Context: an optimization exercise on an open-source flow, tuned for small area. The choices shown serve that exercise and are no tape-out recipe. Only simulation tests tie the RTL to the original design; equivalence was not proved. No activity file was given, so power comes from the tool's default toggle rates. No driver is modelled on the clock port, so clocking that relies on it looks cheaper here than on a real chip.

== alpha ==
## proc_top
module proc_top (
  input  logic        clk,
  input  logic        reset,
  output logic [31:0] imem_addr_o,
  input  logic [31:0] imem_data_i,
  input  logic [31:0] mngr2proc_data_i,
  input  logic        mngr2proc_val_i,
  output logic        mngr2proc_rdy_o,
  output logic [31:0] proc2mngr_data_o,
  output logic        proc2mngr_val_o,
  input  logic        proc2mngr_rdy_i
);
  logic [4:0]  ph;
  logic        st_init;    
  logic        st_br;      
  logic        st_w;       
  logic        run_q;      
  logic        cw_q;       
  logic [31:0] x;
  logic [4:0]  s1;
  logic [31:0] pc;
  logic        c_q;        
  logic        cp_q;       
  logic        ne_q;       
  logic        out_v;
  wire ph0  = (ph == 5'd0);
  wire ph31 = (ph == 5'd31);
  wire exec = !st_init && !st_br && !st_w;
  wire is_alu  = !x[6];
  wire is_r    = !x[6] &&  x[5];
  wire is_i    = !x[6] && !x[5];
  ...
==> flow/config.mk <==
export PLATFORM = sky130hd
export DESIGN_NAME = proc_top
export DESIGN_NICKNAME = proc_top
export VERILOG_FILES = /design/flow/design.v
export SDC_FILE = /design/flow/constraint.sdc
export NUM_CORES = 4
export LEC_CHECK = 0
export CAP_MARGIN = 20
export CORE_MARGIN = 2
export CORE_UTILIZATION = 70
export PLACE_DENSITY = 0.8
export SLEW_MARGIN = 20
==> flow/constraint.sdc <==
create_clock -name core_clock -period 10.0 [get_ports {clk}]
set_input_delay 2.0000 -clock core_clock [delete_from_list [all_inputs] [get_ports {clk}]]
set_output_delay 2.0000 -clock core_clock [all_outputs]
set_load 0.01 [all_outputs]
standard.sh (not shown) runs the stock make flow with config.mk's settings and CLKGATE_MAP_FILE= SYNTH_SCRIPT=/design/flow/synth_recipe.tcl, a recipe that flattens the netlist after the stock synthesis.
==> flow/flow/run.sh <==
#!/bin/bash
# The standard layout (standard.sh, unchanged synthesis), with two settings passed to ORFS:
# the port buffers are sky130_fd_sc_hd__buf_1 cells, and the clock tree uses clkbuf_16 leaf
# buffers on clusters of at most 32 flip-flops, without dummy loads.
set -euo pipefail
export BUFFER_PORTS_ARGS="-buffer_cell sky130_fd_sc_hd__buf_1"
export CTS_ARGS="-sink_clustering_enable -repair_clock_nets -sink_clustering_size 30 -sink_clustering_max_diameter 80 -buf_list sky130_fd_sc_hd__buf_12 -dont_use_dummy_load"
bash standard.sh > make_finish.log 2>&1
Setup changes, alpha to beta
diff --git a/flow/flow/run.sh b/flow/flow/run.sh
--- a/flow/flow/run.sh
+++ b/flow/flow/run.sh
@@ -6,3 +6,3 @@
 export BUFFER_PORTS_ARGS="-buffer_cell sky130_fd_sc_hd__buf_1"
-export CTS_ARGS="-sink_clustering_enable -repair_clock_nets -sink_clustering_size 30 -sink_clustering_max_diameter 80 -buf_list sky130_fd_sc_hd__buf_12 -dont_use_dummy_load"
+export CTS_ARGS="-sink_clustering_enable -repair_clock_nets -sink_clustering_size 22 -sink_clustering_max_diameter 80 -buf_list sky130_fd_sc_hd__buf_12 -dont_use_dummy_load"
 bash standard.sh > make_finish.log 2>&1
--- outcome ---
The run showing the greater signed area change from the synthesized netlist to the final layout is beta. Relative to alpha, the routing usage on met3 of beta is lower by 0.66 points. Lower cell area power density goes to alpha over beta. beta leaves less setup margin than alpha. According to the power report, total power for beta is higher than for alpha. beta vs alpha: sum of met3 wire segment lengths after detailed routing up. Relative to alpha, post-layout instance area has gone up in beta. | via count | beta vs alpha | worse |. Timing, DRC, antenna: 0 failures across beta and alpha.
Relative to beta, the following input files were edited for gamma:
==> flow/flow/run.sh <==
#!/bin/bash
# The standard layout (standard.sh's make command) with these changes:
#  - synthesis runs flow/synth_area.tcl: the standard synthesis script with an area-oriented
#    ABC mapping script (flow/abc_map.script); registers are mapped before ABC and unchanged;
#  - the port buffers are sky130_fd_sc_hd__buf_1 cells;
#  - the clock tree uses buf_12 leaf buffers on clusters of at most 30 flip-flops, without
#    dummy loads.
# All tool logs go to orfs/logs/ (ORFS's own per-step logs) and make_finish.log.
set -euo pipefail
here=$(pwd)
export FLOW_ABC_SCRIPT="$here/flow/abc_map.script"
export BUFFER_PORTS_ARGS="-buffer_cell sky130_fd_sc_hd__buf_1"
export CTS_ARGS="-sink_clustering_enable -repair_clock_nets -sink_clustering_size 30 -sink_clustering_max_diameter 80 -buf_list sky130_fd_sc_hd__buf_12 -dont_use_dummy_load"
grep -q 'SYNTH_SCRIPT=[^ ]*synth_recipe.tcl' standard.sh
sed "s#SYNTH_SCRIPT=[^ ]*synth_recipe.tcl#SYNTH_SCRIPT=$here/flow/synth_area.tcl#" standard.sh > standard_area.sh
bash standard_area.sh > make_finish.log 2>&1
==> flow/flow/abc_map.script (new file) <==
strash
dch
amap
topo
==> flow/flow/synth_area.tcl (new file) <==
# synth_recipe.tcl (the standard synthesis) with one change: ABC maps the logic with an
# area-oriented script (flow/abc_map.script) instead of ORFS's speed script. Flip-flops are
# mapped before ABC runs, so the registers, their names and cells stay those of the standard
# synthesis.
proc synth {args} { yosys synth -nofsm -noshare {*}$args }
proc abc {args} {
  set i [lsearch -exact $args -script]
  if {$i >= 0} { set args [lreplace $args [expr {$i + 1}] [expr {$i + 1}] $::env(FLOW_ABC_SCRIPT)] }
  yosys abc {*}$args
}
source $::env(SCRIPTS_DIR)/synth.tcl
# left out here: clear keep_hierarchy, flatten, clean up, hide names made inside functions, write 1_2_yosys.v
diff --git a/flow/config.mk b/flow/config.mk
--- a/flow/config.mk
+++ b/flow/config.mk
@@ -9,4 +9,4 @@
 export CORE_MARGIN = 2
-export CORE_UTILIZATION = 70
-export PLACE_DENSITY = 0.8
+export CORE_UTILIZATION = 60
+export PLACE_DENSITY = 0.7
 export SLEW_MARGIN = 20
--- outcome ---
Wire length per cell after detailed routing (gamma vs. beta) decreases by more than 10%
Taking gamma over beta, the die footprint ratio works out to 1.13.
Between beta and gamma, aggregate global-route resource usage decreased.
The following lists how delta was set up differently from gamma:
diff --git a/flow/flow/run.sh b/flow/flow/run.sh
--- a/flow/flow/run.sh
+++ b/flow/flow/run.sh
@@ -5,3 +5,3 @@
 #  - the port buffers are sky130_fd_sc_hd__buf_1 cells;
-#  - the clock tree uses buf_12 leaf buffers on clusters of at most 30 flip-flops, without
+#  - the clock tree uses buf_12 leaf buffers on clusters of at most 34 flip-flops, without
 #    dummy loads.
@@ -12,3 +12,3 @@
 export BUFFER_PORTS_ARGS="-buffer_cell sky130_fd_sc_hd__buf_1"
-export CTS_ARGS="-sink_clustering_enable -repair_clock_nets -sink_clustering_size 30 -sink_clustering_max_diameter 80 -buf_list sky130_fd_sc_hd__buf_12 -dont_use_dummy_load"
+export CTS_ARGS="-sink_clustering_enable -repair_clock_nets -sink_clustering_size 34 -sink_clustering_max_diameter 80 -buf_list sky130_fd_sc_hd__buf_12 -dont_use_dummy_load"
 grep -q 'SYNTH_SCRIPT=[^ ]*synth_recipe.tcl' standard.sh
diff --git a/flow/config.mk b/flow/config.mk
--- a/flow/config.mk
+++ b/flow/config.mk
@@ -9,4 +9,4 @@
 export CORE_MARGIN = 2
-export CORE_UTILIZATION = 60
-export PLACE_DENSITY = 0.7
+export CORE_UTILIZATION = 50
+export PLACE_DENSITY = 0.6
 export SLEW_MARGIN = 20
Notes after the runs:
Summary of delta over gamma: met2 wire length decreased by 7.5% relative to the old numbers, post-route worst hold slack shrank by 20 ps, global routing met1 resource utilization decreased 4.1 points, overall power of the completed layout saw a decrease.

==> static timing again, ports no longer ideal <==
The results above use ideal ports. As a check the final layouts listed here were re-extracted and re-timed, cells and wires unchanged.
Step 1: set_driving_cell puts a clkbuf_16 on clk and a buf_2 on each other input, an assumption about the parent block.
Step 2, shift: input delay + t, output delay - t, t = (earliest + latest rising clock arrival at the registers) / 2. This alone moves slack from input paths to output paths.
a / b / c = ideal ports / drivers / drivers and shift; a / b = the first two.
| run | shift t [ns] | slack for setup (ns) | worst slew at a driven data input, ns | cell pins on the clock port's net |
|---|---|---|---|---|
| alpha | 0.555 | 3.361 / 3.305 / 3.861 | 0.05 | 1 |
| beta | 0.591 | 3.200 / 3.143 / 3.734 | 0.05 | 1 |
| gamma | 0.546 | 3.170 / 3.118 / 3.664 | 0.05 | 1 |
| delta | 0.548 | 3.208 / 3.156 / 3.704 | 0.07 | 1 |
After both steps setup and hold are still met in every run listed.
